What follows belongs to an exercise in optimizing a design on an open flow for small area, a short achievable clock period and few clock cycles per item; a production flow would make more cautious choices. At most, simulation tests tie the RTL to the original design; equivalence was not proved. No functional check of the RTL was part of runs 3 to 6. Power is estimated from default activity; no workload was simulated.

--- flow/design.v ---
module voice_gen #(
    parameter int unsigned NUM_VOICES = 16,
    parameter logic [22:0] LFSR_SEED  = 23'h7FFFF8
) (
    input  logic        clk_i,
    input  logic        rst_i,
    input  logic        start_i,
    input  logic [3:0]  voice_idx_i,
    input  logic [15:0] freq_i,
    input  logic [11:0] pw_i,
    input  logic [3:0]  wave_i,
    output logic        ready_o,
    output logic [9:0]  wave_o
);
    logic [23:0] acc_m  [NUM_VOICES];
    logic [22:0] lfsr_m [NUM_VOICES];
    logic [NUM_VOICES-1:0] vld_q;
    logic        ready_q;
    logic [3:0]  idx_q;
    logic [11:0] pw_q;
    logic [3:0]  sel_q;
    logic [23:0] acc_q;     
    logic [22:0] lfsr_q;    
    logic        step_q;    
    logic [22:0] lfsr_next;
    logic [9:0]  saw, tri_w, pulse, noise, shaped;
    assign lfsr_next = step_q ? {lfsr_q[21:0], lfsr_q[22] ^ lfsr_q[17]} : lfsr_q;
    assign saw   = acc_q[23:14];
    assign tri_w = acc_q[23] ? ~acc_q[22:13] : acc_q[22:13];
    assign pulse = (acc_q[23:12] >= pw_q) ? '1 : '0;
    assign noise = {lfsr_next[22], lfsr_next[20], lfsr_next[16], lfsr_next[13],
                    lfsr_next[11], lfsr_next[7],  lfsr_next[4],  lfsr_next[2], 2'b00};
    always_comb begin
        shaped = '1;
        if (sel_q[0]) shaped = shaped & tri_w;
        if (sel_q[1]) shaped = shaped & saw;
        if (sel_q[2]) shaped = shaped & pulse;
        if (sel_q[3]) shaped = shaped & noise;
        if (sel_q == 4'd0) shaped = '0;
    end
    logic [NUM_VOICES-1:0] wb;        
    logic [NUM_VOICES-1:0] rd_sel;    
    logic        fwd;                 
    logic [23:0] acc_rd, acc_sum;
    logic [22:0] lfsr_rd;
    always_comb begin
        fwd     = ready_q && (voice_idx_i == idx_q);
        acc_rd  = fwd ? acc_q     : '0;
        lfsr_rd = fwd ? lfsr_next : '0;
        for (int unsigned v = 0; v < NUM_VOICES; v++) begin
            wb[v]     = ready_q && (idx_q == 4'(v));
            rd_sel[v] = (voice_idx_i == 4'(v)) && vld_q[v] && !wb[v];
            acc_rd    = acc_rd  | ({24{rd_sel[v]}} & acc_m[v]);
            lfsr_rd   = lfsr_rd | ({23{rd_sel[v]}} & lfsr_m[v]);
        end
        if (rd_sel == '0 && !fwd) lfsr_rd = LFSR_SEED;
    end
    assign acc_sum = acc_rd + {8'd0, freq_i};
    always_ff @(posedge clk_i) begin
        idx_q  <= voice_idx_i;
        pw_q   <= pw_i;
        sel_q  <= wave_i;
        acc_q  <= acc_sum;
        lfsr_q <= lfsr_rd;
        step_q <= !acc_rd[19] && acc_sum[19];
        for (int unsigned v = 0; v < NUM_VOICES; v++) begin
            if (wb[v]) begin
                acc_m[v]  <= acc_q;
                lfsr_m[v] <= lfsr_next;
            end
        end
    end
    always_ff @(posedge clk_i or posedge rst_i) begin
        if (rst_i) begin
            ready_q <= 1'b0;
            vld_q   <= '0;
        end else begin
            ready_q <= start_i;
            vld_q   <= vld_q | wb;
        end
    end
    assign ready_o = ready_q;
    assign wave_o  = shaped;
endmodule
--- flow/run.sh ---
#!/bin/bash
# synth_recipe.tcl (not shown) runs the flow's synth.tcl, then flattens the netlist and writes it again
# the make line also repeats each setting of config.mk as NAME=value (left out here)
make -C /OpenROAD-flow-scripts/flow DESIGN_CONFIG=/design/flow/config.mk WORK_HOME=/design/flow/orfs CLKGATE_MAP_FILE= SYNTH_SCRIPT=/design/flow/synth_recipe.tcl finish
--- flow/config.mk ---
export PLATFORM = sky130hd
export DESIGN_NAME = voice_gen
export DESIGN_NICKNAME = voice_gen
export VERILOG_FILES = /design/flow/design.v
export SDC_FILE = /design/flow/constraint.sdc
export NUM_CORES = 4
export LEC_CHECK = 0
export CAP_MARGIN = 20
export CORE_MARGIN = 2
export CORE_UTILIZATION = 40
export CTS_CLUSTER_DIAMETER = 80
export CTS_CLUSTER_SIZE = 24
export SETUP_SLACK_MARGIN = 2.4
export SLEW_MARGIN = 20
--- flow/constraint.sdc ---
create_clock -name core_clock -period 6.5 [get_ports {clk_i}]
set_input_delay 1.3000 -clock core_clock [delete_from_list [all_inputs] [get_ports {clk_i}]]
set_output_delay 1.3000 -clock core_clock [all_outputs]
set_load 0.01 [all_outputs]
==> results of run 1 <==
## layer usage
layer	share of wire (%)	GRT usage (%)	vias to the layer above
li1	-	-	7902
met5	0	0	-
met2	48	38.31	984
met1	40	30.78	9766
met4	3.7	7.855	0
met3	7.9	3.581	188
## Yosys cell counts (all sizes together), types with 7 or more instances
cell type | instances | share of area (%)
inv | 22 | 0.27
o21ai | 7 | 0.11
dfxtp | 68 | 4.4
edfxtp | 752 | 73
nand2 | 179 | 2.2
buf | 58 | 0.75
xnor2 | 22 | 0.62
a22o | 8 | 0.23
nor3 | 50 | 0.80
a21o | 8 | 0.19
ha | 29 | 1.2
dfrtp | 17 | 1.4
or2 | 18 | 0.36
a2111oi | 8 | 0.23
clkbuf | 40 | 0.48
nand4 | 28 | 0.56
a22oi | 366 | 8.8
a21oi | 45 | 0.72
o2111a | 16 | 0.58
nor2 | 36 | 0.43
nand3 | 30 | 0.48
nand2b | 7 | 0.14
mux2 | 22 | 0.80
nor2b | 16 | 0.32
xor2 | 8 | 0.23
## power by group
group	switching [mW]	internal, mW
clock	1.64	1.21
sequential	0.295	6.47
combinational	0.784	0.456
total	2.72	8.14
## what timing repair did
action,CTS,global route
cloned,4,0
endpoints found under the setup margin,27,23
hold buffers,0,0
buffers inserted,80,19
pin swaps,62,48
gates resized for setup,151,49
## placed cells by master, fill, tap and decap left out, drive strengths merged, types with 16 or more instances in the layout
cell	count
nor2	36
clkbuf	67
dfrtp	17
nand2	179
mux2	22
edfxtp	752
ha	29
inv	25
xnor2	22
a22oi	366
nor2b	16
or2	18
o2111a	19
nand3	30
nor3	50
dfxtp	68
buf	177
nand4	28
clkdlybuf4s50	35
a21oi	45
## worst paths after layout
check	start	end	depth (start not counted)
worst max-delay path	acc_q[12]	wave_o[3]	14
worst min-delay path	vld_q[10]	vld_q[10]	1
worst max register to register	ready_q	acc_q[19]	18
worst min register to register	vld_q[10]	vld_q[10]	1
max in group asynchronous	rst_i	ready_q	2
min in group asynchronous	rst_i	ready_q	2
## state kept, by name, indices dropped and copies added, names as in the netlist
signal and cells:
pw_q 12, idx_q 4, lfsr_m 368, ready_q 1, lfsr_q 23, vld_q 16
sel_q 4, acc_q 24, acc_m 384, step_q 1
## critical path: stages (launching register included)
cell and delay (ns):
dfxtp_4 0.40, inv_4 0.04, ha_4 0.22, nand2b_4 0.13, a21o_1 0.16, a21o_1 0.15, a21o_1 0.15, a21o_1 0.17
a21o_1 0.16, a211o_1 0.27, a21oi_2 0.14, buf_6 0.15, buf_12 0.13, a2111oi_4 0.05, buf_2 0.18
## cell type report
type                    instances  area, sq um  area share [%]
diodes                          1        2.502        0.006947
clock inverters                 6        55.05          0.1528
inverters                      22        85.08          0.2362
flip-flops and latches        837        24380           67.68
clock buffers                  67         1124           3.119
multi-input cells             951         7093           19.69
well taps                    1040         1301           3.612
repair buffers                213         1983           5.505
## kinds of logic after synthesis
family	Yosys count
xor gates and xnor gates	30
muxes	22
AOI/OAI and AO/OA	482
buffers and inverters	120
DFF	837
and+or+nand+nor	384
adders and majority gates	30
## stage by stage
stage                     utilization [%]  setup WS (ns)  hold WS, ns
after floorplan                         -          2.144       0.4398
after global placement              43.01         0.8047       0.4725
after detailed placement            43.08         0.7772       0.4616
after CTS                           46.07          2.041       0.4884
after global routing                46.65          1.972       0.5050
final                               46.65          2.084       0.4915
==> results.cfg, run 1 <==
[global_routing]
grt_overflow = 0
grt_pass1_vias = 18528
antenna_found_initial = 3
track_usage_pct = 22.98
grt_pass1_wl_um = 131200
grt_max_degree = 49

[place]
hpwl_um = 47380
dpl_cell_area_sq_um = 33270
place_congestion = 0.8181
dpl.cell_count = 2957
io_buffers = 49

[yosys]
synthDistinctLibCells = 49
synthMuxAreaShare_pct = 0.7967
synthCells = 1905
ys_async_sr_fraction_pct = 2.031
synth_top_family_by_area = compound AO/OA/AOI/OAI gates
yosysWarnings = 3
ys_ff_latch = 837
synthFlopType = edfxtp_1
syn_avg_cell_area_sq_um = 16.32
yosys.area_share.simple_pct = 5.733
syn_nets = 1974
syn_area_sq_um = 31100
synth_xor_area_share_pct = 0.8449
ys_seq_area_share_pct = 78.36
synth_fa_ha_area_share_pct = 1.231
synth-compound-area-share_pct = 11.54
synth_edf_count = 752

[route]
drcViolationCount = 0
vias = 18840
viasPerCell = 6.006
ant_nets = 0
wl_per_cell_um = 29.21
firstDrtPassIters = 6
drt_iter0_drc = 2264
wirelength_um = 91650

[sta]
setup_viol = 0
max_freq_ghz = 0.2264
tns_ns = 0
grt_setup_unrepaired = yes
slew-limit-headroom_pct = 30.32
worst_pin_slew_ns = 1.043
finalCritPeriodShare_pct = 67.94
skew_ns = 0.02956
finalHoldViolCount = 0
slew_violations = 0
min_period_ns = 4.416

[clock_tree]
cts_sinks = 837
cts_made_buffers = 41
cts_root_buf = clkbuf_16
h-tree-depth = 2
cts.path.max_buffers = 3
clk_pin_slew_worst_paths_ns = 0.09
insertion_delay_ns = 0.61
cts_tree = yes

[floorplan]
fp.dieArea_sq_um = 79990
die_h_um = 282.8
start_util_pct = 40.28
core-area_sq_um = 77210
rows = 102
ios = 50
die_x_um = 282.8

[setup_path]
crit_type = register to primary output
critPathLaunchType = register
timing.critical_path.to_type = primary output
crit_fanout = 6
worstPathArrival_ns = 3.12
cp.required_ns = 5.20
rrSetupSlack_ns = 2.28

[finish]
finalNetCount = 2135
layout.cells.non_filler = 3137
fill_cells = 6537
drive_gt1_share_pct = 19.23
fin_area_sq_um = 36020
syn2layout_area_growth_pct = 15.84

[power_and_ir_drop]
ir_drop_mv = 0.2497
power_mw = 10.86
p_per_area_nw_per_um2 = 301.4
leakagePower_nw = 11.92

[flow_run]
maxCapViolCount = 0

[min_path]
min_path_type = register to register

[outcome]
outcome = timing/DRC/antenna clean
Testbench counts, summed over its fixed seeds: cycles 32,000, items 32,000.
==> run 2, diff against run 1 <==
--- a/flow/config.mk
+++ b/flow/config.mk
@@ -10,5 +10,5 @@
 export CORE_UTILIZATION = 40
 export CTS_CLUSTER_DIAMETER = 80
 export CTS_CLUSTER_SIZE = 24
-export SETUP_SLACK_MARGIN = 2.4
+export SETUP_SLACK_MARGIN = 2.0
 export SLEW_MARGIN = 20
==> run 2 against run 1 <==
Largest power group unchanged. Still clean. Synthesized cell count unchanged. Critical path type unchanged. Count of clock-buffer cells in the layout rose by 4. Flip-flop and latch count is the same. Via count shrank 2.9%. Non-clock buffer count is 63 lower. Synthesized area did not move.
==> results.cfg, run 2 <==
[outcome]
outcome = timing/DRC/antenna clean

[yosys]
syn_avg_cell_area_sq_um = 16.32
synthDistinctLibCells = 49
syn_area_sq_um = 31100
ys_async_sr_fraction_pct = 2.031
yosys.cell_count.top_type = edfxtp_1
yosysWarnings = 3
synthTopCellsByArea = edfxtp_1 (73%), a22oi_1 (8.8%), dfxtp_1 (4.4%), nand2_1 (2.2%), dfrtp_1 (1.4%)
syn_nets = 1974
ys_ff_latch = 837
synth_top_area_share_pct = 72.62
ys_seq_area_share_pct = 78.36
synth_edf_count = 752
synthFlopType = edfxtp_1
synth_commonest_cells = edfxtp_1 (752), a22oi_1 (366), nand2_1 (179), dfxtp_1 (68), nor3_1 (50)
synthCells = 1905
synth_top_cell_by_area = edfxtp_1

[global_routing]
track_usage_pct = 22.36
gr-usage-met1_pct = 30.70
grtUsageMet2_pct = 37.49
grt_max_degree = 49
top_usage_layer = met2
grt_pass1_vias = 18016
grtUsageMet3_pct = 2.676
grt_pass1_wl_um = 128200
grt_overflow = 0
antenna_found_initial = 4

[place]
dpl.cell_count = 2959
place_congestion = 0.8542
io_buffers = 49
hpwl_um = 46830

[clock_tree]
hold_buffers = 0
insertion_delay_ns = 0.62
clk_pin_slew_worst_paths_ns = 0.09
cts_tree = yes
h-tree-depth = 2
cts_root_buf = clkbuf_16
cts_made_buffers = 42
cts_sinks = 837
cts.path.max_buffers = 3

[floorplan]
die_x_um = 282.8
fp.dieArea_sq_um = 79990
rows = 102
ios = 50
start_util_pct = 40.28
die_h_um = 282.8
core-area_sq_um = 77210

[sta]
tns_ns = 0
skew_ns = 0.03284
setup_viol = 0
slew_violations = 0
grt_setup_unrepaired = yes
max_freq_ghz = 0.2223
slew-limit-headroom_pct = 22.44
min_period_ns = 4.499
finalHoldViolCount = 0
finalCritPeriodShare_pct = 69.22
worst_pin_slew_ns = 1.161

[power_and_ir_drop]
p_sw_share_pct = 25.14
p_int_mw = 8.154
power_switching_mw = 2.738
p_per_area_nw_per_um2 = 310.2
combPwrFrac_pct = 10.8
seqPwrFrac_pct = 61.7
p_clk_share_pct = 27.5
ir_drop_mv = 0.2029
leakagePower_nw = 11.50
power_mw = 10.89

[setup_path]
critPathLaunchType = register
crit_fanout = 5
cp.required_ns = 5.20
timing.critical_path.to_type = primary output
worstPathArrival_ns = 3.20
crit_type = register to primary output

[route]
wirelength_um = 89000
ant_nets = 0
drt_iter0_drc = 2186
wl_per_cell_um = 28.89
viasPerCell = 5.939
vias = 18291
firstDrtPassIters = 5
drcViolationCount = 0

[finish]
largest_reg_flops = 384
layout.cells.non_filler = 3080
largest_register = acc_m
multiInputGateArea_sq_um = 6769
syn2layout_area_growth_pct = 12.90
final_cell_mix = edfxtp_1 (752), a22oi_1 (363), nand2_1 (178)
seq_area_sq_um = 24370
layout_commonest_cell = edfxtp_1
finalNetCount = 2071
drive_gt1_share_pct = 14.19
reg.largest.list = acc_m (384), lfsr_m (368), acc_q (24)
fill_cells = 6590

[min_path]
min_path_type = register to register

[flow_run]
maxCapViolCount = 0
[run 2: cell counts after synthesis]
No cell type changed its count.
[run 2: power by group through the flow]
stage	registers, mW	clock network, mW	logic, mW
after floorplan	6.77	0	0.590
after global placement	6.83	0	1.03
after detailed placement	6.84	0	1.06
after CTS	6.72	3.03	1.15
after global routing	6.76	3.21	1.28
final	6.72	2.99	1.18
[run 2: worst paths after layout]
path / slack (ns) / end / start / cells after the start
max in group asynchronous: 4.76 / ready_q / rst_i / 2
min: 0.48 / vld_q[1] / vld_q[1] / 1
min in group asynchronous: 1.15 / ready_q / rst_i / 2
max reg2reg: 2.12 / acc_q[19] / ready_q / 17
max: 2.00 / wave_o[7] / acc_q[12] / 14
min reg2reg: 0.48 / vld_q[1] / vld_q[1] / 1
[run 2: layer usage]
metal | share of wire (%) | vias to the layer above
met5 | 0 | -
met4 | 2.6 | 0
met3 | 7.7 | 138
met2 | 49 | 870
met1 | 41 | 9514
li1 | - | 7769
[run 2: what timing repair did]
action / 4_1_cts / 5_1_grt
setup endpoints to repair: 24 / 16
resized for setup: 96 / 36
pin swaps: 29 / 6
buffers inserted: 33 / 3
gates cloned: 1 / 1
endpoints found under the hold margin: 0 / 0
[run 2: cell families after synthesis]
logic type / count (synthesis) / synth area share (%)
xor gates and xnor gates: 30 / 0.8449
and+or+nand+nor: 384 / 5.733
DFF: 837 / 78.36
muxes: 22 / 0.7967
AOI/OAI and AO/OA: 482 / 11.54
buffers and inverters: 120 / 1.497
adders and majority gates: 30 / 1.231
[run 2: cell type report]
class                           instances  share of cell area (%)
Sequential cell                       837                   69.41
Clock inverter                          7                  0.2637
Multi-Input combinational cell        949                   19.28
Tap cell                             1040                   3.706
Timing Repair Buffer                  150                   3.663
Antenna cell                            4                 0.02851
Clock buffer                           71                   3.403
Inverter                               22                  0.2423
[run 2: stage by stage]
stage | hold WS [ns] | setup WS [ns] | instance area, sq um | utilization, %
after floorplan | 0.4398 | 1.978 | 31140 | -
after global placement | 0.4698 | 0.8324 | 33140 | 42.93
after detailed placement | 0.4626 | 0.7379 | 33140 | 42.93
after CTS | 0.4857 | 1.960 | 34930 | 45.24
after global routing | 0.5056 | 1.875 | 35100 | 45.47
final | 0.4838 | 2.001 | 35110 | 45.47
[run 2: critical path, cell delays in order (launching register included)]
cell	delay (ns)
dfxtp_2	0.34
buf_6	0.12
inv_4	0.04
ha_4	0.22
nand2b_4	0.13
a21o_1	0.15
a21o_1	0.15
a21o_1	0.15
a21o_1	0.15
a21o_1	0.16
a211o_1	0.29
a21oi_4	0.26
buf_16	0.18
a2111oi_4	0.05
buf_2	0.21
==> run 3, diff against run 2 <==
--- a/flow/design.v
+++ b/flow/design.v
@@ -17,7 +17,7 @@
     logic [NUM_VOICES-1:0] vld_q;
     logic        ready_q;
     logic [3:0]  idx_q;
-    logic [11:0] pw_q;
+    logic        pulse_q;   
     logic [3:0]  sel_q;
     logic [23:0] acc_q;     
     logic [22:0] lfsr_q;    
@@ -27,7 +27,7 @@
     assign lfsr_next = step_q ? {lfsr_q[21:0], lfsr_q[22] ^ lfsr_q[17]} : lfsr_q;
     assign saw   = acc_q[23:14];
     assign tri_w = acc_q[23] ? ~acc_q[22:13] : acc_q[22:13];
-    assign pulse = (acc_q[23:12] >= pw_q) ? '1 : '0;
+    assign pulse = pulse_q ? '1 : '0;
     assign noise = {lfsr_next[22], lfsr_next[20], lfsr_next[16], lfsr_next[13],
                     lfsr_next[11], lfsr_next[7],  lfsr_next[4],  lfsr_next[2], 2'b00};
     always_comb begin
@@ -56,9 +56,18 @@
         if (rd_sel == '0 && !fwd) lfsr_rd = LFSR_SEED;
     end
     assign acc_sum = acc_rd + {8'd0, freq_i};
+    logic [12:0] fp;
+    logic [25:0] dsum;
+    logic [13:0] d;
+    logic        wrap, pulse_ge;
+    assign fp       = {9'd0, freq_i[15:12]} - {1'b0, pw_i};
+    assign dsum     = {2'b00, acc_rd} + {fp[12], fp, freq_i[11:0]};
+    assign d        = dsum[25:12];
+    assign wrap     = acc_rd[23] && !acc_sum[23];
+    assign pulse_ge = !d[13] && (!wrap || d[12]);
     always_ff @(posedge clk_i) begin
         idx_q  <= voice_idx_i;
-        pw_q   <= pw_i;
+        pulse_q <= pulse_ge;
         sel_q  <= wave_i;
         acc_q  <= acc_sum;
         lfsr_q <= lfsr_rd;
--- a/flow/config.mk
+++ b/flow/config.mk
@@ -10,5 +10,5 @@
 export CORE_UTILIZATION = 40
 export CTS_CLUSTER_DIAMETER = 80
 export CTS_CLUSTER_SIZE = 24
-export SETUP_SLACK_MARGIN = 2.0
+export SETUP_SLACK_MARGIN = 2.2
 export SLEW_MARGIN = 20
==> run 3 against run 2 <==
Still clean. Cell area up 2.5%. Clock skew increased by 0.0069 ns. Count of clock-buffer cells in the layout shrank 8. Power is 0.62% lower. Flip-flop and latch count decreased by 11.
==> results.cfg, run 3 <==
[outcome]
outcome = timing/DRC/antenna clean

[setup_path]
crit_fanout = 6
crit_type = register to register
rr_worst_depth = 23
worstPathArrival_ns = 5.10
cp.required_ns = 7.05
crit_buf_inv = 4
cpMaxStageDelayCell = dfrtp_2
rr_startpoint = ready_q
rrSetupSlack_ns = 1.96
worstReg2RegEnd = pulse_q
cp_top_family = compound AO/OA/AOI/OAI gates
timing.critical_path.to_type = register
path_cells = buf_6 > nand3b_1 > buf_4 > o2111a_2 > buf_12 > a22oi_2 > nand2_1 > nor3_2 > nand2_2 > ha_4 > a211oi_4 > o21ai_2 > o22a_2 > o41ai_4 > buf_4 > o21ai_4 > o211ai_2 > nor2_2 > and3_4 > ha_4 > a21o_1 > o21ai_1 > a21o_1
max_stage_delay_ns = 0.48
critPathLaunchType = register

[global_routing]
track_usage_pct = 22.29
grt_pass1_wl_um = 131400
grt_overflow = 0
grt_pass1_vias = 18580
grt_max_degree = 41
antenna_found_initial = 5

[yosys]
synth_edf_count = 752
yosysWarnings = 3
syn_area_sq_um = 31170
ys_ff_latch = 826
synth_top_area_share_pct = 72.44
yosys.cell_count.top_type = edfxtp_1
syn_nets = 1990
synthDistinctLibCells = 59
ys_async_sr_fraction_pct = 2.058
syn_avg_cell_area_sq_um = 16.28
synth_commonest_cells = edfxtp_1 (752), a22oi_1 (362), nand2_1 (174), dfxtp_1 (57), a21oi_1 (48)
synthCells = 1915
synthFlopType = edfxtp_1
synth_top_cell_by_area = edfxtp_1
synthTopCellsByArea = edfxtp_1 (72%), a22oi_1 (8.7%), dfxtp_1 (3.7%), nand2_1 (2.1%), dfrtp_1 (1.4%)
ys_seq_area_share_pct = 77.47

[sta]
finalCritPeriodShare_pct = 69.91
grt_setup_unrepaired = yes
slew_violations = 0
slew-limit-headroom_pct = 20.82
tns_ns = 0
worst_pin_slew_ns = 1.185
setup_viol = 0
max_freq_ghz = 0.2201
min_period_ns = 4.544
skew_ns = 0.03976
finalHoldViolCount = 0

[route]
wl_per_cell_um = 29.38
route.met2.wl_um = 44570
wirelength_um = 92530
drt_iter0_drc = 2566
firstDrtPassIters = 6
drcViolationCount = 0
wl_met3_um = 7864
top_layer = met4
viasPerCell = 6.093
ant_nets = 0
drt-met1-wl_um = 36870
vias = 19188

[place]
place_congestion = 0.8791
hpwl_um = 48730
io_buffers = 49

[finish]
layout_commonest_cell = edfxtp_1
largest_register = acc_m
largest_reg_flops = 384
final_cell_mix = edfxtp_1 (752), a22oi_1 (337), nand2_1 (171)
drive_gt1_share_pct = 18.38
finalNetCount = 2152
reg.largest.list = acc_m (384), lfsr_m (368), acc_q (24)
fill_cells = 6601
syn2layout_area_growth_pct = 15.41

[clock_tree]
cts_sinks = 826
cts_made_buffers = 41
cts_tree = yes
insertion_delay_ns = 0.62
clk_pin_slew_worst_paths_ns = 0.10
h-tree-depth = 2
cts_root_buf = clkbuf_16
hold_buffers = 0
cts.path.max_buffers = 3

[floorplan]
die_h_um = 283.2
rows = 102
core-area_sq_um = 77340
ios = 50
start_util_pct = 40.31
die_x_um = 283.2
fp.dieArea_sq_um = 80180

[power_and_ir_drop]
power_mw = 10.82
p_per_area_nw_per_um2 = 300.9
leakagePower_nw = 11.82
ir_drop_mv = 0.1972

[min_path]
hold_path_depth = 1
min_to = vld_q[9]
worstHoldStart = vld_q[9]
min_path_type = register to register

[flow_run]
maxCapViolCount = 0
run 3: cell count changes in the layout (fill, tap and decap cells not counted), sizes merged, moves of 8 or more:
cell           change
o2111a            +12
o21ai              +9
clkbuf            -12
nor2b              -9
buf               +50
dfxtp             -11
clkdlybuf4s50     +10
a2111oi            -8
run 3: cells by family after synthesis:
| group | share of synthesized area (%) |
|---|---|
| DFF | 77.47 |
| and+or+nand+nor | 5.515 |
| adders and majority gates | 1.493 |
| AOI/OAI and AO/OA | 12.05 |
| buffers and inverters | 1.501 |
| xor gates and xnor gates | 1.152 |
| muxes | 0.8269 |
run 3: worst max path at each step:
| stage | startpoint | endpoint | slack (ns) | depth (start not counted) |
|---|---|---|---|---|
| after floorplan | voice_idx_i[0] | pulse_q | 1.89 | 21 |
| after global placement | voice_idx_i[2] | pulse_q | 0.72 | 20 |
| after detailed placement | voice_idx_i[2] | pulse_q | 0.65 | 18 |
| after CTS | ready_q | pulse_q | 2.08 | 21 |
| after global routing | ready_q | pulse_q | 1.82 | 23 |
| final | ready_q | pulse_q | 1.96 | 23 |
run 3: final cells by class:
type | instances | area (sq um) | area share (%)
Sequential cell | 826 | 24150 | 67.12
Multi-Input combinational cell | 982 | 7393 | 20.55
Timing Repair Buffer | 206 | 1834 | 5.098
Tap cell | 1040 | 1301 | 3.617
Clock buffer | 63 | 1129 | 3.137
Clock inverter | 9 | 87.58 | 0.2434
Inverter | 20 | 75.07 | 0.2087
Antenna cell | 3 | 7.507 | 0.02087
run 3: repair_timing:
action,in CTS,in global routing
pin swaps,65,52
resized for setup,96,46
setup endpoints to repair,15,15
setup buffers,72,29
gates cloned,9,1
run 3: through the flow:
| stage | cell area (sq um) | util [%] | hold slack [ns] | setup slack, ns | std cells |
|---|---|---|---|---|---|
| floorplan | 31510 | - | 0.4398 | 1.892 | 1915 |
| global route | 35980 | 46.52 | 0.5150 | 1.819 | 3149 |
| global placement | 33220 | 42.96 | 0.4689 | 0.7203 | 2960 |
| detailed placement | 33290 | 43.05 | 0.4565 | 0.6503 | 2963 |
| finish | 35980 | 46.52 | 0.4963 | 1.956 | 3149 |
| CTS | 35510 | 45.91 | 0.4929 | 2.075 | 3116 |
run 3: power breakdown:
group | total, mW | internal (mW) | switching (mW)
clock | 2.90 | 1.26 | 1.64
combinational | 1.17 | 0.438 | 0.732
sequential | 6.75 | 6.40 | 0.350
total | 10.8 | 8.10 | 2.72
run 3: layer usage:
layer	vias to the layer above	global-route usage [%]
met5	-	0
met4	0	7.725
met3	215	2.754
met2	1041	36.82
met1	9928	30.58
li1	8004	-
==> run 4, diff against run 3 <==
--- a/flow/config.mk
+++ b/flow/config.mk
@@ -7,8 +7,9 @@
 export LEC_CHECK = 0
 export CAP_MARGIN = 20
 export CORE_MARGIN = 2
-export CORE_UTILIZATION = 40
+export CORE_UTILIZATION = 50
 export CTS_CLUSTER_DIAMETER = 80
 export CTS_CLUSTER_SIZE = 24
+export PLACE_DENSITY = 0.72
 export SETUP_SLACK_MARGIN = 2.2
 export SLEW_MARGIN = 20
==> run 4 against run 3 <==
Critical path type unchanged. Sequential power about the same. Combinational power about the same. Highest routed layer unchanged. Non-clock buffer count grew 11.
==> results.cfg, run 4 <==
[sta]
max_freq_ghz = 0.2280
setup_viol = 0
grt_setup_unrepaired = yes
min_period_ns = 4.386
tns_ns = 0
finalHoldViolCount = 0
finalCritPeriodShare_pct = 67.48
slew-limit-headroom_pct = 24.61
slew_violations = 0
worst_pin_slew_ns = 1.128
skew_ns = 0.03442

[place]
hpwl_um = 46050
io_buffers = 49
place_congestion = 0.8784

[route]
vias = 19282
wl_per_cell_um = 29.73
drcViolationCount = 0
drt_iter0_drc = 2956
wirelength_um = 87620
firstDrtPassIters = 6
viasPerCell = 6.543
ant_nets = 0

[global_routing]
track_usage_pct = 27.12
grt_pass1_wl_um = 125900
grt_pass1_vias = 18905
grt_max_degree = 49
grt_overflow = 0
antenna_found_initial = 1

[flow_run]
maxCapViolCount = 0

[finish]
drive_gt1_share_pct = 17.82
syn2layout_area_growth_pct = 14.61
final_cell_mix = edfxtp_1 (752), a22oi_1 (344), nand2_1 (173)
fill_cells = 4584
largest_reg_flops = 384
largest_register = acc_m
n_antenna_cell = 0
finalNetCount = 2155
layout_commonest_cell = edfxtp_1
reg.largest.list = acc_m (384), lfsr_m (368), acc_q (24)

[yosys]
synthDistinctLibCells = 59
ys_seq_area_share_pct = 77.47
synthMuxAreaShare_pct = 0.8268
syn_area_sq_um = 31170
ys_ff_latch = 826
yosysWarnings = 3
synthTopCellsByArea = edfxtp_1 (72%), a22oi_1 (8.7%), dfxtp_1 (3.7%), nand2_1 (2.1%), dfrtp_1 (1.4%)
synth_top_cell_by_area = edfxtp_1
ys_async_sr_fraction_pct = 2.058
synth-compound-area-share_pct = 12.05
yosys.cell_count.top_type = edfxtp_1
synth_fa_ha_area_share_pct = 1.493
yosys.area_share.simple_pct = 5.515
syn_avg_cell_area_sq_um = 16.28
syn_nets = 1990
synthCells = 1915
synth_commonest_cells = edfxtp_1 (752), a22oi_1 (362), nand2_1 (174), dfxtp_1 (57), a21oi_1 (48)
synth_xor_area_share_pct = 1.152
synthFlopType = edfxtp_1
synth_top_area_share_pct = 72.44
synth_edf_count = 752
synth_top_family_by_area = compound AO/OA/AOI/OAI gates

[min_path]
hold_path_depth = 1
min_to = vld_q[0]
min_path_type = register to register
worstHoldStart = vld_q[0]

[setup_path]
max_stage_delay_ns = 0.45
cpMaxStageDelayCell = dfrtp_2
worstPathArrival_ns = 4.95
cp_top_family = compound AO/OA/AOI/OAI gates
rr_startpoint = ready_q
crit_fanout = 6
worstReg2RegEnd = pulse_q
cp.required_ns = 7.06
crit_type = register to register
rrSetupSlack_ns = 2.11
crit_buf_inv = 1
rr_worst_depth = 20
timing.critical_path.to_type = register
critPathLaunchType = register
path_cells = or3b_4 > o2111a_2 > buf_4 > a22oi_1 > nand2_1 > nor3_2 > nand2_1 > ha_4 > a211oi_4 > o21ai_2 > o22a_2 > o41ai_4 > o21ai_2 > o211ai_2 > nor2_2 > and3_1 > ha_2 > a21o_1 > o21ai_0 > a21o_1

[floorplan]
rows = 91
ios = 50
start_util_pct = 50.51
core-area_sq_um = 61710
die_x_um = 253.7
die_h_um = 253.7
fp.dieArea_sq_um = 64360

[clock_tree]
h-tree-depth = 2
cts_root_buf = clkbuf_16
cts.path.max_buffers = 3
cts_tree = yes
hold_buffers = 0
insertion_delay_ns = 0.62
cts_made_buffers = 40
clk_pin_slew_worst_paths_ns = 0.09
cts_sinks = 826

[power_and_ir_drop]
ir_drop_mv = 0.1887
p_per_area_nw_per_um2 = 299.8
leakagePower_nw = 11.90
power_mw = 10.71

[outcome]
outcome = timing/DRC/antenna clean
-- run 4: cell counts after synthesis --
No cell type changed its count.
-- run 4: kinds of logic after synthesis --
logic type               after synthesis
AO/OA/AOI/OAI                        506
adder cells (fa/ha/maj)               36
XOR/XNOR                              41
AND/OR/NAND/NOR                      366
buffers and inverters                117
multiplexers                          23
flip-flops                           826
-- run 4: metal layers --
| metal | part of all wire [%] | up-vias | global-route usage (%) |
|---|---|---|---|
| met5 | 0 | - | 0 |
| met4 | 4.4 | 0 | 11.26 |
| met3 | 11 | 259 | 4.312 |
| met2 | 48 | 1354 | 44.36 |
| met1 | 36 | 9683 | 36.51 |
| li1 | - | 7986 | - |
-- run 4: worst register-to-register path, delay by kind of cell (launching register included) --
kind	cells	cell delay (ns)
fa+ha+maj	2	0.42
buf+inv	1	0.16
simple gates	6	1.22
flops	1	0.45
compound gates	11	2.10
-- run 4: worst max path at each step --
stage,to,start,depth (start not counted),slack [ns]
after floorplan,pulse_q,voice_idx_i[0],21,1.89
after CTS,pulse_q,ready_q,16,2.00
after global placement,pulse_q,voice_idx_i[2],18,0.58
final,pulse_q,ready_q,20,2.11
after detailed placement,pulse_q,voice_idx_i[2],18,0.51
after global routing,pulse_q,ready_q,21,1.97
-- run 4: where the power goes --
part / internal [mW] / leakage, nW / switching, mW / total (mW)
Clock: 1.20 / 0.555 / 1.61 / 2.81
Sequential: 6.40 / 7.42 / 0.332 / 6.73
Combinational: 0.444 / 3.92 / 0.724 / 1.17
Total: 8.05 / 11.9 / 2.66 / 10.7
-- run 4: stage by stage --
step	instance area, sq um	hold slack (ns)	setup slack [ns]	std cells	util, %
after detailed placement	32970	0.4626	0.5131	2759	53.43
final	35730	0.4915	2.114	2947	57.89
after floorplan	31510	0.4398	1.892	1915	-
after global placement	32970	0.4578	0.5832	2759	53.43
after global routing	35730	0.5107	1.973	2947	57.89
after CTS	35190	0.4915	1.998	2915	57.02
-- run 4: cell type report --
cell class	instances	area, sq um	area share (%)
Clock inverter	6	38.79	0.1086
Clock buffer	66	1120	3.135
Sequential cell	826	24150	67.60
Multi-Input combinational cell	975	7268	20.34
Inverter	20	77.57	0.2171
Timing Repair Buffer	217	2023	5.663
Tap cell	837	1047	2.931
-- run 4: what timing repair did --
| action | 4_1_cts | 5_1_grt |
|---|---|---|
| setup buffers | 81 | 31 |
| pin swaps | 49 | 60 |
| setup endpoints to repair | 18 | 16 |
| gates cloned | 3 | 0 |
| resized for setup | 73 | 60 |
==> run 5, diff against run 4 <==
--- a/flow/design.v
+++ b/flow/design.v
@@ -38,7 +38,7 @@
         if (sel_q[3]) shaped = shaped & noise;
         if (sel_q == 4'd0) shaped = '0;
     end
-    logic [NUM_VOICES-1:0] wb;        
+    logic [NUM_VOICES-1:0] wb_q;      
     logic [NUM_VOICES-1:0] rd_sel;    
     logic        fwd;                 
     logic [23:0] acc_rd, acc_sum;
@@ -48,8 +48,7 @@
         acc_rd  = fwd ? acc_q     : '0;
         lfsr_rd = fwd ? lfsr_next : '0;
         for (int unsigned v = 0; v < NUM_VOICES; v++) begin
-            wb[v]     = ready_q && (idx_q == 4'(v));
-            rd_sel[v] = (voice_idx_i == 4'(v)) && vld_q[v] && !wb[v];
+            rd_sel[v] = (voice_idx_i == 4'(v)) && vld_q[v] && !wb_q[v];
             acc_rd    = acc_rd  | ({24{rd_sel[v]}} & acc_m[v]);
             lfsr_rd   = lfsr_rd | ({23{rd_sel[v]}} & lfsr_m[v]);
         end
@@ -73,7 +72,7 @@
         lfsr_q <= lfsr_rd;
         step_q <= !acc_rd[19] && acc_sum[19];
         for (int unsigned v = 0; v < NUM_VOICES; v++) begin
-            if (wb[v]) begin
+            if (wb_q[v]) begin
                 acc_m[v]  <= acc_q;
                 lfsr_m[v] <= lfsr_next;
             end
@@ -82,10 +81,13 @@
     always_ff @(posedge clk_i or posedge rst_i) begin
         if (rst_i) begin
             ready_q <= 1'b0;
+            wb_q    <= '0;
             vld_q   <= '0;
         end else begin
             ready_q <= start_i;
-            vld_q   <= vld_q | wb;
+            for (int unsigned v = 0; v < NUM_VOICES; v++)
+                wb_q[v] <= start_i && (voice_idx_i == 4'(v));
+            vld_q   <= vld_q | wb_q;
         end
     end
     assign ready_o = ready_q;
--- a/flow/config.mk
+++ b/flow/config.mk
@@ -7,9 +7,8 @@
 export LEC_CHECK = 0
 export CAP_MARGIN = 20
 export CORE_MARGIN = 2
-export CORE_UTILIZATION = 50
+export CORE_UTILIZATION = 40
 export CTS_CLUSTER_DIAMETER = 80
 export CTS_CLUSTER_SIZE = 24
-export PLACE_DENSITY = 0.72
 export SETUP_SLACK_MARGIN = 2.2
 export SLEW_MARGIN = 20
==> run 5 against run 4 <==
Highest routed layer is now met5. Largest power group unchanged. Flip-flop and latch count up 16. Routed wire length grew 5.7%. Sequential power is 2% higher. Clock power is 8.2% higher. Largest cell class unchanged. Fmax decreased by 0.68%. Still clean on timing, DRC and antenna.
==> results.cfg, run 5 <==
[global_routing]
track_usage_pct = 22.30
antenna_found_initial = 2
grt_pass1_wl_um = 130200
grt_pass1_vias = 18064
grt_overflow = 0
grt_max_degree = 51

[floorplan]
core-area_sq_um = 77720
fp.dieArea_sq_um = 81030
ios = 50
die_h_um = 284.7
die_x_um = 284.7
rows = 102
start_util_pct = 40.54

[min_path]
min_path_type = register to register
min_to = vld_q[2]
hold_path_depth = 1
worstHoldStart = vld_q[2]

[yosys]
ys_async_sr_fraction_pct = 3.919
syn_nets = 1897
syn_avg_cell_area_sq_um = 17.29
ys_ff_latch = 842
synth_top_cell_by_area = edfxtp_1
synthTopCellsByArea = edfxtp_1 (72%), a22oi_1 (7.9%), dfxtp_1 (3.6%), dfrtp_1 (2.6%), nand4_1 (1.8%)
synth_top_area_share_pct = 71.67
yosysWarnings = 3
synthFlopType = edfxtp_1
synthCells = 1822
synth_edf_count = 752
synthDistinctLibCells = 67
ys_seq_area_share_pct = 77.91
yosys.cell_count.top_type = edfxtp_1
synth_commonest_cells = edfxtp_1 (752), a22oi_1 (330), nand4_1 (91), dfxtp_1 (57), a21oi_1 (47)
syn_area_sq_um = 31510

[setup_path]
cp_top_family = compound AO/OA/AOI/OAI gates
crit_fanout = 5
timing.critical_path.to_type = register
rrSetupSlack_ns = 2.51
max_stage_delay_ns = 0.45
worstReg2RegEnd = pulse_q
path_cells = buf_12 > or2b_4 > nor4b_4 > buf_4 > a22o_1 > a221oi_2 > nand4_1 > ha_2 > buf_6 > a211oi_4 > o21bai_2 > o41a_1 > a41oi_2 > a31oi_2 > a21o_1 > and2_4 > and3_4 > ha_4 > a32oi_2
crit_type = input port to register
rr_startpoint = wb_q[14]
worstPathArrival_ns = 4.94
rr_worst_depth = 13
crit_buf_inv = 3
cp.required_ns = 7.03
cpMaxStageDelayCell = o41a_1
critPathLaunchType = input port

[sta]
slew_violations = 0
tns_ns = 0
finalCritPeriodShare_pct = 67.94
timing.hold.ws_ns = 0.4718
setup_viol = 0
max_freq_ghz = 0.2265
grt_setup_unrepaired = yes
slew-limit-headroom_pct = 23.65
finalHoldViolCount = 0
min_period_ns = 4.416
skew_ns = 0.02559
worst_pin_slew_ns = 1.145

[clock_tree]
cts_root_buf = clkbuf_16
cts.path.max_buffers = 3
h-tree-depth = 2
cts_made_buffers = 42
cts_tree = yes
clk_pin_slew_worst_paths_ns = 0.09
insertion_delay_ns = 0.61
cts_sinks = 842

[finish]
final_cell_mix = edfxtp_1 (752), a22oi_1 (329), buf_4 (112)
drive_gt1_share_pct = 16.45
fill_cells = 6505
syn2layout_area_growth_pct = 14.51
reg.largest.list = acc_m (384), lfsr_m (368), acc_q (24)
largest_reg_flops = 384
largest_register = acc_m
finalNetCount = 2036
layout_commonest_cell = edfxtp_1

[power_and_ir_drop]
p_per_area_nw_per_um2 = 307.9
seqPwrFrac_pct = 61.8
ir_drop_mv = 0.1933
p_clk_share_pct = 27.4
combPwrFrac_pct = 10.8
p_sw_share_pct = 24.82
power_switching_mw = 2.757
p_int_mw = 8.352
leakagePower_nw = 11.52

[route]
drt-met1-wl_um = 38130
ant_nets = 0
wl_per_cell_um = 30.51
wirelength_um = 92590
drt_iter0_drc = 2286
vias = 18520
viasPerCell = 6.102
wl_met3_um = 8971
drcViolationCount = 0
firstDrtPassIters = 5
route.met2.wl_um = 43370
top_layer = met5

[place]
hpwl_um = 48890
place_congestion = 0.8308
io_buffers = 49

[flow_run]
maxCapViolCount = 0

[outcome]
outcome = timing/DRC/antenna clean
==> run 5: layout make-up <==
cell class	count	area [sq um]	area share [%]
multi-input combinational	847	6910	19.15
timing repair buffer	192	1847	5.118
inverter	36	137.6	0.3814
clock inverter	6	77.57	0.2150
tap	1040	1301	3.606
sequential	842	24570	68.10
clock buffer	71	1234	3.419
antenna	1	2.502	0.006935
==> run 5: worst reg2reg max path, cell delays in order (launching register included) <==
cell,delay [ns]
dfrtp_2,0.40
buf_4,0.87
nand3b_1,0.22
nor3_1,0.06
a2111oi_2,0.30
nand3_1,0.21
a211o_2,0.46
ha_1,0.22
a21o_1,0.15
a211oi_1,0.41
o21a_1,0.21
o21ai_2,0.06
mux2i_1,0.17
a32oi_2,0.12
==> run 5: per-stage QoR <==
stage | setup slack (ns) | cells | power, mW | util, % | instance area (sq um)
after floorplan | 1.715 | 1822 | 7.502 | - | 31790
after global placement | 0.3551 | 2899 | 7.999 | 43.49 | 33800
after detailed placement | 0.2837 | 2899 | 8.046 | 43.49 | 33800
after CTS | 2.129 | 3020 | 11.07 | 45.99 | 35750
after global routing | 1.992 | 3034 | 11.48 | 46.42 | 36080
final | 2.084 | 3035 | 11.11 | 46.42 | 36080
==> run 5: kinds of logic (layout without fill, tap and decap cells) <==
logic type | Yosys count | in the layout | synth area share [%]
buf+inv | 133 | 305 | 1.719
flops | 842 | 842 | 77.91
simple gates | 247 | 247 | 5.083
compound gates | 500 | 500 | 11.89
xor+xnor | 41 | 41 | 1.140
fa+ha+maj | 36 | 36 | 1.477
other cells | 0 | 1 | 0
mux | 23 | 23 | 0.7863
==> run 5: power by group through the flow <==
stage                     sequential, mW  combinational [mW]  clock [mW]
after CTS                           6.87                1.14        3.06
after detailed placement            6.99                1.06           0
after global routing                6.92                1.29        3.26
after global placement              6.96                1.03           0
final                               6.87                1.20        3.04
after floorplan                     6.86               0.643           0
==> run 5: timing repair <==
action                     in CTS  in global routing
gates resized for setup        78                 36
gates cloned                    1                  3
setup endpoints to repair      30                 14
pin swaps                      39                 25
hold buffers                    0                  0
buffers inserted               43                 11
==> run 5: how the worst max path moves through the flow <==
stage | startpoint | end | cells after the start
after floorplan | voice_idx_i[2] | acc_q[19] | 19
after global placement | voice_idx_i[1] | pulse_q | 18
after detailed placement | voice_idx_i[1] | pulse_q | 18
after CTS | voice_idx_i[2] | pulse_q | 18
after global routing | voice_idx_i[0] | pulse_q | 17
final | voice_idx_i[0] | pulse_q | 19
==> run 5: metal layers <==
metal  GRT usage, %  vias up
li1               -     7749
met1          31.49     9678
met2          35.71      953
met3          4.526      138
met4          4.895        2
met5              0        -
==> run 6, diff against run 5 <==
--- a/flow/design.v
+++ b/flow/design.v
@@ -17,7 +17,7 @@
     logic [NUM_VOICES-1:0] vld_q;
     logic        ready_q;
     logic [3:0]  idx_q;
-    logic        pulse_q;   
+    logic [11:0] pw_q;
     logic [3:0]  sel_q;
     logic [23:0] acc_q;     
     logic [22:0] lfsr_q;    
@@ -27,7 +27,7 @@
     assign lfsr_next = step_q ? {lfsr_q[21:0], lfsr_q[22] ^ lfsr_q[17]} : lfsr_q;
     assign saw   = acc_q[23:14];
     assign tri_w = acc_q[23] ? ~acc_q[22:13] : acc_q[22:13];
-    assign pulse = pulse_q ? '1 : '0;
+    assign pulse = (acc_q[23:12] >= pw_q) ? '1 : '0;
     assign noise = {lfsr_next[22], lfsr_next[20], lfsr_next[16], lfsr_next[13],
                     lfsr_next[11], lfsr_next[7],  lfsr_next[4],  lfsr_next[2], 2'b00};
     always_comb begin
@@ -55,18 +55,9 @@
         if (rd_sel == '0 && !fwd) lfsr_rd = LFSR_SEED;
     end
     assign acc_sum = acc_rd + {8'd0, freq_i};
-    logic [12:0] fp;
-    logic [25:0] dsum;
-    logic [13:0] d;
-    logic        wrap, pulse_ge;
-    assign fp       = {9'd0, freq_i[15:12]} - {1'b0, pw_i};
-    assign dsum     = {2'b00, acc_rd} + {fp[12], fp, freq_i[11:0]};
-    assign d        = dsum[25:12];
-    assign wrap     = acc_rd[23] && !acc_sum[23];
-    assign pulse_ge = !d[13] && (!wrap || d[12]);
     always_ff @(posedge clk_i) begin
         idx_q  <= voice_idx_i;
-        pulse_q <= pulse_ge;
+        pw_q   <= pw_i;
         sel_q  <= wave_i;
         acc_q  <= acc_sum;
         lfsr_q <= lfsr_rd;
--- a/flow/config.mk
+++ b/flow/config.mk
@@ -10,5 +10,5 @@
 export CORE_UTILIZATION = 40
 export CTS_CLUSTER_DIAMETER = 80
 export CTS_CLUSTER_SIZE = 24
-export SETUP_SLACK_MARGIN = 2.2
+export SETUP_SLACK_MARGIN = 2.0
 export SLEW_MARGIN = 20
==> run 6 against run 5 <==
Still clean on timing, DRC and antenna. Fmax fell by 0.60%. Global-route usage down 0.46 points. Synthesized area up 0.48%. Utilization fell by 1.2 points. Sequential power is essentially flat. Setup slack got worse by 0.027 ns. Critical path depth down 8. Die area up 0.47%. Via count is 1.7% lower. Flip-flop and latch count up 11. Synthesized cell count did not move.
==> results.cfg, run 6 <==
[setup_path]
critPathLaunchType = register
path_common_cell = a21oi_2
cp.required_ns = 5.20
cpMaxStageDelayCell = clkdlybuf4s50_1
max_stage_delay_ns = 0.48
crit_fanout = 5
timing.critical_path.to_type = primary output
path_cells = inv_1 > ha_1 > nand2b_1 > a21oi_2 > nor2b_1 > o21ai_2 > a21oi_2 > o31ai_4 > a21oi_2 > o211a_1 > clkdlybuf4s50_1
crit_type = register to primary output
worstPathArrival_ns = 3.14

[floorplan]
die_x_um = 285.3
ios = 50
die_h_um = 285.3
core-area_sq_um = 78610
fp.dieArea_sq_um = 81420
start_util_pct = 40.27
rows = 103

[place]
dpl_cell_area_sq_um = 33620
hpwl_um = 45450
place_congestion = 0.7862
pre_cts_slack_ns = 0.6050
dpl.cell_count = 2888
io_buffers = 49

[sta]
skew_ns = 0.02191
min_period_ns = 4.443
worst_pin_slew_ns = 1.160
setup_viol = 0
max_freq_ghz = 0.2251
tns_ns = 0
slew-limit-headroom_pct = 22.66
finalWorstSetupSlack_ns = 2.057
slew_violations = 0
finalCritPeriodShare_pct = 68.35
finalHoldViolCount = 0
grt_setup_unrepaired = yes

[power_and_ir_drop]
p_per_area_nw_per_um2 = 310.3
leakagePower_nw = 11.39
ir_drop_mv = 0.1792

[finish]
largest_reg_flops = 384
syn2layout_area_growth_pct = 12.28
final_cell_mix = edfxtp_1 (752), a22oi_1 (314), buf_4 (90)
fin_area_sq_um = 35550
n_antenna_cell = 0
finalNetCount = 1994
layout.cells.non_filler = 3007
largest_register = acc_m
reg.largest.list = acc_m (384), lfsr_m (368), acc_q (24)
drive_gt1_share_pct = 14.87
layout_commonest_cell = edfxtp_1

[yosys]
synthFlopType = edfxtp_1
ys_seq_area_share_pct = 78.23
yosys.cell_count.top_type = edfxtp_1
syn_nets = 1891
yosysWarnings = 3
syn_avg_cell_area_sq_um = 17.38
synth_top_family_by_area = compound AO/OA/AOI/OAI gates
ys_ff_latch = 853
synthTopCellsByArea = edfxtp_1 (71%), a22oi_1 (7.5%), dfxtp_1 (4.3%), dfrtp_1 (2.6%), nand4_1 (1.7%)
syn_area_sq_um = 31660
synthMuxAreaShare_pct = 0.7509
synth_edf_count = 752
synthDistinctLibCells = 74
synth_fa_ha_area_share_pct = 1.209
synthCells = 1822
synth_top_area_share_pct = 71.32
ys_async_sr_fraction_pct = 3.869
synth_top_cell_by_area = edfxtp_1
synth_xor_area_share_pct = 0.9406
synth_commonest_cells = edfxtp_1 (752), a22oi_1 (315), nand4_1 (84), dfxtp_1 (68), clkbuf_1 (46)
synth-compound-area-share_pct = 11.50
yosys.area_share.simple_pct = 5.462

[route]
ant_nets = 0
vias = 18209
firstDrtPassIters = 5
wl_per_cell_um = 29.91
viasPerCell = 6.056
drt_iter0_drc = 2424
drcViolationCount = 0
wirelength_um = 89930

[global_routing]
grt_overflow = 0
grt_max_degree = 49
antenna_found_initial = 1
track_usage_pct = 21.84
grt_pass1_vias = 17971
grt_pass1_wl_um = 128800

[clock_tree]
cts_made_buffers = 41
cts_root_buf = clkbuf_16
clk_pin_slew_worst_paths_ns = 0.10
cts_tree = yes
insertion_delay_ns = 0.62
cts_sinks = 853
hold_buffers = 0
cts.path.max_buffers = 3
h-tree-depth = 2

[outcome]
outcome = timing/DRC/antenna clean

[flow_run]
maxCapViolCount = 0

[min_path]
min_path_type = register to register
==> run 6: cell types whose count changed after synthesis, sizes merged, moves of 7 or more <==
cell | before | now
a21o | 15 | 3
a21oi | 47 | 36
a221o | 7 | 0
a22o | 21 | 29
a22oi | 330 | 315
and2 | 5 | 17
and3 | 5 | 21
clkbuf | 39 | 46
dfxtp | 57 | 68
nand2 | 13 | 24
nand3 | 13 | 20
nor2 | 35 | 27
nor4b | 13 | 6
==> run 6: final cells by class <==
cell class | instances | area, sq um
Fill cell | 6799 | 43070
Sequential cell | 853 | 24800
Multi-Input combinational cell | 841 | 6644
Timing Repair Buffer | 155 | 1441
Tap cell | 1050 | 1314
Clock buffer | 72 | 1206
Inverter | 33 | 123.9
Clock inverter | 3 | 18.77
==> run 6: routing by layer <==
| metal | part of all wire [%] | vias up | routed length, um | track usage [%] |
|---|---|---|---|---|
| li1 | - | 7655 | - | - |
| met2 | 48 | 895 | 42880 | 35.35 |
| met1 | 42 | 9525 | 37510 | 31.21 |
| met3 | 8.5 | 134 | 7682 | 3.288 |
| met4 | 2.1 | 0 | 1864 | 5.170 |
| met5 | 0 | - | 0 | 0 |
==> run 6: critical path, delay by kind of cell (launching register included) <==
kind	cells	cell delay [ns]
buf+inv	2	0.52
flops	1	0.39
compound gates	6	1.11
fa+ha+maj	1	0.25
simple gates	2	0.24
==> run 6: final timing paths <==
check | start | endpoint | slack, ns | cells past startpoint
worst max-delay path | acc_q[12] | wave_o[7] | 2.06 | 11
max in group asynchronous | rst_i | wb_q[5] | 5.09 | 3
worst min-delay path | vld_q[5] | vld_q[5] | 0.47 | 1
worst min register to register | vld_q[5] | vld_q[5] | 0.47 | 1
min in group asynchronous | rst_i | vld_q[5] | 1.08 | 3
worst max register to register | wb_q[7] | acc_q[20] | 2.32 | 18
==> run 6: what timing repair did <==
action,in CTS,in global routing
cloned,5,0
buffers inserted,27,12
hold endpoints to repair,0,0
setup endpoints to repair,33,20
pin swaps,14,9
gates resized for setup,69,23
==> run 6: through the flow <==
step / util, % / hold WS [ns] / power (mW)
2_1_floorplan: - / 0.4300 / 7.563
3_3_place_gp: 42.76 / 0.4433 / 8.079
3_5_place_dp: 42.76 / 0.4460 / 8.122
4_1_cts: 44.99 / 0.4695 / 11.04
5_1_grt: 45.22 / 0.4919 / 11.39
6_report: 45.22 / 0.4682 / 11.03
==> run 6: cell families (layout without fill, tap and decap cells) <==
logic type | after synthesis | after routing
AOI/OAI and AO/OA | 474 | 475
xor gates and xnor gates | 34 | 34
adders and majority gates | 30 | 30
buffers and inverters | 131 | 263
DFF | 853 | 853
muxes | 22 | 22
and+or+nand+nor | 278 | 280
==> run 6: where the power goes <==
| part | internal, mW | leakage [nW] | switching, mW | total, mW |
|---|---|---|---|---|
| combinational | 0.432 | 3.09 | 0.808 | 1.24 |
| sequential | 6.60 | 7.71 | 0.264 | 6.86 |
| clock | 1.28 | 0.588 | 1.65 | 2.93 |
| total | 8.31 | 11.4 | 2.72 | 11.0 |
==> run 7, diff against run 6 <==
--- a/flow/design.v
+++ b/flow/design.v
@@ -38,7 +38,7 @@
         if (sel_q[3]) shaped = shaped & noise;
         if (sel_q == 4'd0) shaped = '0;
     end
-    logic [NUM_VOICES-1:0] wb_q;      
+    logic [NUM_VOICES-1:0] wb;        
     logic [NUM_VOICES-1:0] rd_sel;    
     logic        fwd;                 
     logic [23:0] acc_rd, acc_sum;
@@ -48,7 +48,8 @@
         acc_rd  = fwd ? acc_q     : '0;
         lfsr_rd = fwd ? lfsr_next : '0;
         for (int unsigned v = 0; v < NUM_VOICES; v++) begin
-            rd_sel[v] = (voice_idx_i == 4'(v)) && vld_q[v] && !wb_q[v];
+            wb[v]     = ready_q && (idx_q == 4'(v));
+            rd_sel[v] = (voice_idx_i == 4'(v)) && vld_q[v] && !wb[v];
             acc_rd    = acc_rd  | ({24{rd_sel[v]}} & acc_m[v]);
             lfsr_rd   = lfsr_rd | ({23{rd_sel[v]}} & lfsr_m[v]);
         end
@@ -63,7 +64,7 @@
         lfsr_q <= lfsr_rd;
         step_q <= !acc_rd[19] && acc_sum[19];
         for (int unsigned v = 0; v < NUM_VOICES; v++) begin
-            if (wb_q[v]) begin
+            if (wb[v]) begin
                 acc_m[v]  <= acc_q;
                 lfsr_m[v] <= lfsr_next;
             end
@@ -72,13 +73,10 @@
     always_ff @(posedge clk_i or posedge rst_i) begin
         if (rst_i) begin
             ready_q <= 1'b0;
-            wb_q    <= '0;
             vld_q   <= '0;
         end else begin
             ready_q <= start_i;
-            for (int unsigned v = 0; v < NUM_VOICES; v++)
-                wb_q[v] <= start_i && (voice_idx_i == 4'(v));
-            vld_q   <= vld_q | wb_q;
+            vld_q   <= vld_q | wb;
         end
     end
     assign ready_o = ready_q;
==> flow/flow/run.sh (new file) <==
#!/bin/bash
# The standard layout (standard synthesis unchanged), with two changes after
# synthesis: the port buffers are buf_2 cells rather than clkdlybuf4s50_1 delay
# cells, and clock tree synthesis inserts no dummy loads. The make output
# (every tool's log is also under orfs/logs) goes to standard.log.
set -euo pipefail
bash standard.sh \
  "BUFFER_PORTS_ARGS=-buffer_cell sky130_fd_sc_hd__buf_2" \
  "CTS_ARGS=-sink_clustering_enable -repair_clock_nets -sink_clustering_size 24 -sink_clustering_max_diameter 80 -dont_use_dummy_load" \
  finish > standard.log 2>&1
==> flow/standard.sh (new file) <==
#!/bin/bash
# synth_recipe.tcl (not shown) runs the flow's synth.tcl, then flattens the netlist and writes it again
# the make line also repeats each setting of config.mk as NAME=value (left out here)
make -C /OpenROAD-flow-scripts/flow DESIGN_CONFIG=/design/flow/config.mk WORK_HOME=/design/flow/orfs CLKGATE_MAP_FILE= SYNTH_SCRIPT=/design/flow/synth_recipe.tcl "${@:-finish}"
removed: flow/run.sh
==> run 7 against run 6 <==
Still clean. Utilization shrank 0.090 points. Non-clock buffer count grew 17. Sequential share of layout area grew 0.20 points. Cell area shrank 2.0%. Combinational power shrank 9%. Synthesized cell count grew 4.6%. Setup slack lost 0.0059 ns. First-iteration DRC count shrank 12%. Fmax shrank 0.13%. Critical path type unchanged.
==> results.cfg, run 7 <==
[outcome]
outcome = timing/DRC/antenna clean

[floorplan]
rows = 102
start_util_pct = 40.28
die_h_um = 282.8
core-area_sq_um = 77210
ios = 50
die_x_um = 282.8
fp.dieArea_sq_um = 79990

[sta]
skew_ns = 0.04611
grt_setup_unrepaired = yes
finalHoldViolCount = 0
finalCritPeriodShare_pct = 68.44
worst_pin_slew_ns = 1.236
setup_viol = 0
max_freq_ghz = 0.2248
min_period_ns = 4.448
tns_ns = 0
slew_violations = 0
slew-limit-headroom_pct = 17.41

[global_routing]
grt_pass1_vias = 17968
grt_max_degree = 49
track_usage_pct = 22.53
antenna_found_initial = 2
grt_pass1_wl_um = 129000
grt_overflow = 0

[clock_tree]
h-tree-depth = 2
cts_tree = yes
cts_root_buf = clkbuf_16
insertion_delay_ns = 0.61
cts_made_buffers = 42
clk_pin_slew_worst_paths_ns = 0.09
cts.path.max_buffers = 3
cts_sinks = 837
hold_buffers = 0

[yosys]
synth_edf_count = 752
syn_area_sq_um = 31100
yosysWarnings = 3
ys_async_sr_fraction_pct = 2.031
ys_ff_latch = 837
syn_avg_cell_area_sq_um = 16.32
synthFlopType = edfxtp_1
synthTopCellsByArea = edfxtp_1 (73%), a22oi_1 (8.8%), dfxtp_1 (4.4%), nand2_1 (2.2%), dfrtp_1 (1.4%)
synth_top_cell_by_area = edfxtp_1
synth_top_area_share_pct = 72.62
syn_nets = 1974
ys_seq_area_share_pct = 78.36
synthDistinctLibCells = 49
yosys.cell_count.top_type = edfxtp_1
synth_commonest_cells = edfxtp_1 (752), a22oi_1 (366), nand2_1 (179), dfxtp_1 (68), nor3_1 (50)
synthCells = 1905

[setup_path]
worstPathArrival_ns = 3.15
path_common_cell = a21o_1
max_stage_delay_ns = 0.38
cp.required_ns = 5.20
crit_fanout = 5
crit_type = register to primary output
rr_worst_depth = 17
path_cells = inv_4 > ha_4 > nand2b_4 > a21o_1 > a21o_1 > a21o_1 > a21o_1 > a21o_1 > a211o_1 > a21oi_4 > buf_6 > buf_12 > a2111oi_2 > buf_2
cpMaxStageDelayCell = dfxtp_4
timing.critical_path.to_type = primary output
critPathLaunchType = register

[finish]
n_antenna_cell = 0
drive_gt1_share_pct = 16.38
finalNetCount = 2092
reg.largest.list = acc_m (384), lfsr_m (368), acc_q (24)
fin_area_sq_um = 34840
largest_register = acc_m
syn2layout_area_growth_pct = 12.05
largest_reg_flops = 384
layout_commonest_cell = edfxtp_1
final_cell_mix = edfxtp_1 (752), a22oi_1 (366), nand2_1 (179)

[power_and_ir_drop]
power_mw = 10.62
leakagePower_nw = 11.53
ir_drop_mv = 0.2021
p_per_area_nw_per_um2 = 304.7

[min_path]
hold_path_depth = 1
min_path_type = register to register

[route]
wl_per_cell_um = 29.42
vias = 18538
viasPerCell = 6.056
ant_nets = 0
drcViolationCount = 0
firstDrtPassIters = 6
wirelength_um = 90050
drt_iter0_drc = 2143

[place]
dpl_cell_area_sq_um = 32930
io_buffers = 49
hpwl_um = 48010
place_congestion = 0.8198

[flow_run]
maxCapViolCount = 0
## run 7: cell count changes after synthesis, moves of 10 or more
cell and delta:
a22o_1 -21, dfrtp_1 -16, a2111o_1 -15, buf_1 +21, o2111a_1 +16, a221oi_1 -20
nand2_1 +155, nand4_1 -56, inv_1 -10, a22oi_1 +51, nand3_1 +12, and3_1 -19
nor3_1 +35, and2_1 -14
## run 7: path summary, 6_finish.rpt
kind | start | slack, ns | to
min in group asynchronous | rst_i | 0.86 | vld_q[14]
worst min-delay path | vld_q[13] | 0.48 | vld_q[13]
worst max-delay path | acc_q[12] | 2.05 | wave_o[2]
worst min register to register | vld_q[13] | 0.48 | vld_q[13]
max in group asynchronous | rst_i | 5.08 | ready_q
worst max register to register | ready_q | 2.15 | acc_q[19]
## run 7: routing by layer
layer / track usage, % / vias up / share of wire [%]
li1: - / 7773 / -
met1: 30.71 / 9685 / 40
met2: 38.17 / 930 / 49
met3: 2.593 / 150 / 8.0
met4: 6.607 / 0 / 2.8
met5: 0 / - / 0
## run 7: final cells by class
type,count,area (sq um)
repair buffers,172,1403
flip-flops and latches,837,24380
multi-input cells,948,6626
clock buffers,42,1051
well taps,1040,1301
inverters,22,85.08
fillers,6637,42370
## run 7: what timing repair did
action | 4_1_cts | 5_1_grt
gates resized for setup | 34 | 42
hold endpoints to repair | 0 | 0
endpoints found under the setup margin | 21 | 17
pin swaps | 20 | 24
gates cloned | 1 | 1
buffers inserted | 46 | 16
## run 7: per-stage QoR
step / utilization [%] / setup WS [ns] / hold slack (ns) / cells
after global routing: 45.13 / 1.961 / 0.5062 / 3061
after detailed placement: 42.65 / 1.153 / 0.4569 / 2955
after floorplan: - / 1.978 / 0.4398 / 1905
final: 45.13 / 2.052 / 0.4828 / 3061
after CTS: 44.68 / 2.003 / 0.4861 / 3044
after global placement: 42.58 / 1.198 / 0.4664 / 2953
## run 7: worst max-delay path: cells and delay by family, from the launching register on
family	cells	cell delay (ns)
flip-flops	1	0.38
AND/OR/NAND/NOR	1	0.13
AO/OA/AOI/OAI	8	1.35
adder cells (fa/ha/maj)	1	0.20
buffers and inverters	4	0.47
## run 7: kinds of logic after synthesis
group                      count (synthesis)  share of synthesized area, %
AOI/OAI and AO/OA                        482                         11.54
xor gates and xnor gates                  30                        0.8449
adders and majority gates                 30                         1.231
buffers and inverters                    120                         1.497
DFF                                      837                         78.36
muxes                                     22                        0.7967
and+or+nand+nor                          384                         5.733
## run 7: report_power, final
group / internal [mW] / switching (mW) / total (mW)
clock: 1.16 / 1.57 / 2.73
sequential: 6.47 / 0.284 / 6.76
combinational: 0.380 / 0.753 / 1.13
Testbench counts of run 7, summed over its fixed seeds: cycles 32,000, items 32,000.

[separate check: timing with driven ports]
In the flow no input, the clock included, has a driving cell. The finished layouts below were timed again as built, in two steps. Step 1 sets driving cells, clkbuf_16 on the clock port and buf_2 on the other inputs (assumed; they add their load-dependent delay and slew). Step 2 moves the port delays by t, midway between the first and last clock arrival at a register: inputs arrive t later, outputs are due t later. That takes back most of the time a late clock gives input paths. Three values: ideal ports, drivers, drivers and shift; two values: the first two.
run	shift t [ns]	setup slack, ns	latest minus earliest clock arrival (ns)	worst data-port slew with drivers (ns)
run 1	0.656	2.084 / 2.023 / 1.527	0.030 / 0.030	0.15
run 2	0.670	2.001 / 1.940 / 1.468	0.040 / 0.039	0.14
run 3	0.659	1.956 / 1.956 / 1.345	0.041 / 0.040	0.14
run 4	0.665	2.114 / 2.092 / 1.427	0.035 / 0.035	0.12
run 5	0.665	2.084 / 2.031 / 1.366	0.032 / 0.032	0.13
run 6	0.669	2.057 / 1.996 / 1.525	0.025 / 0.025	0.06
run 7	0.647	2.052 / 1.991 / 1.393	0.049 / 0.050	0.10
After both steps setup and hold are still met in every run listed. The setup slack of run 5, which loses most, moves by -0.053 ns with the drivers and by -0.718 ns with both steps.
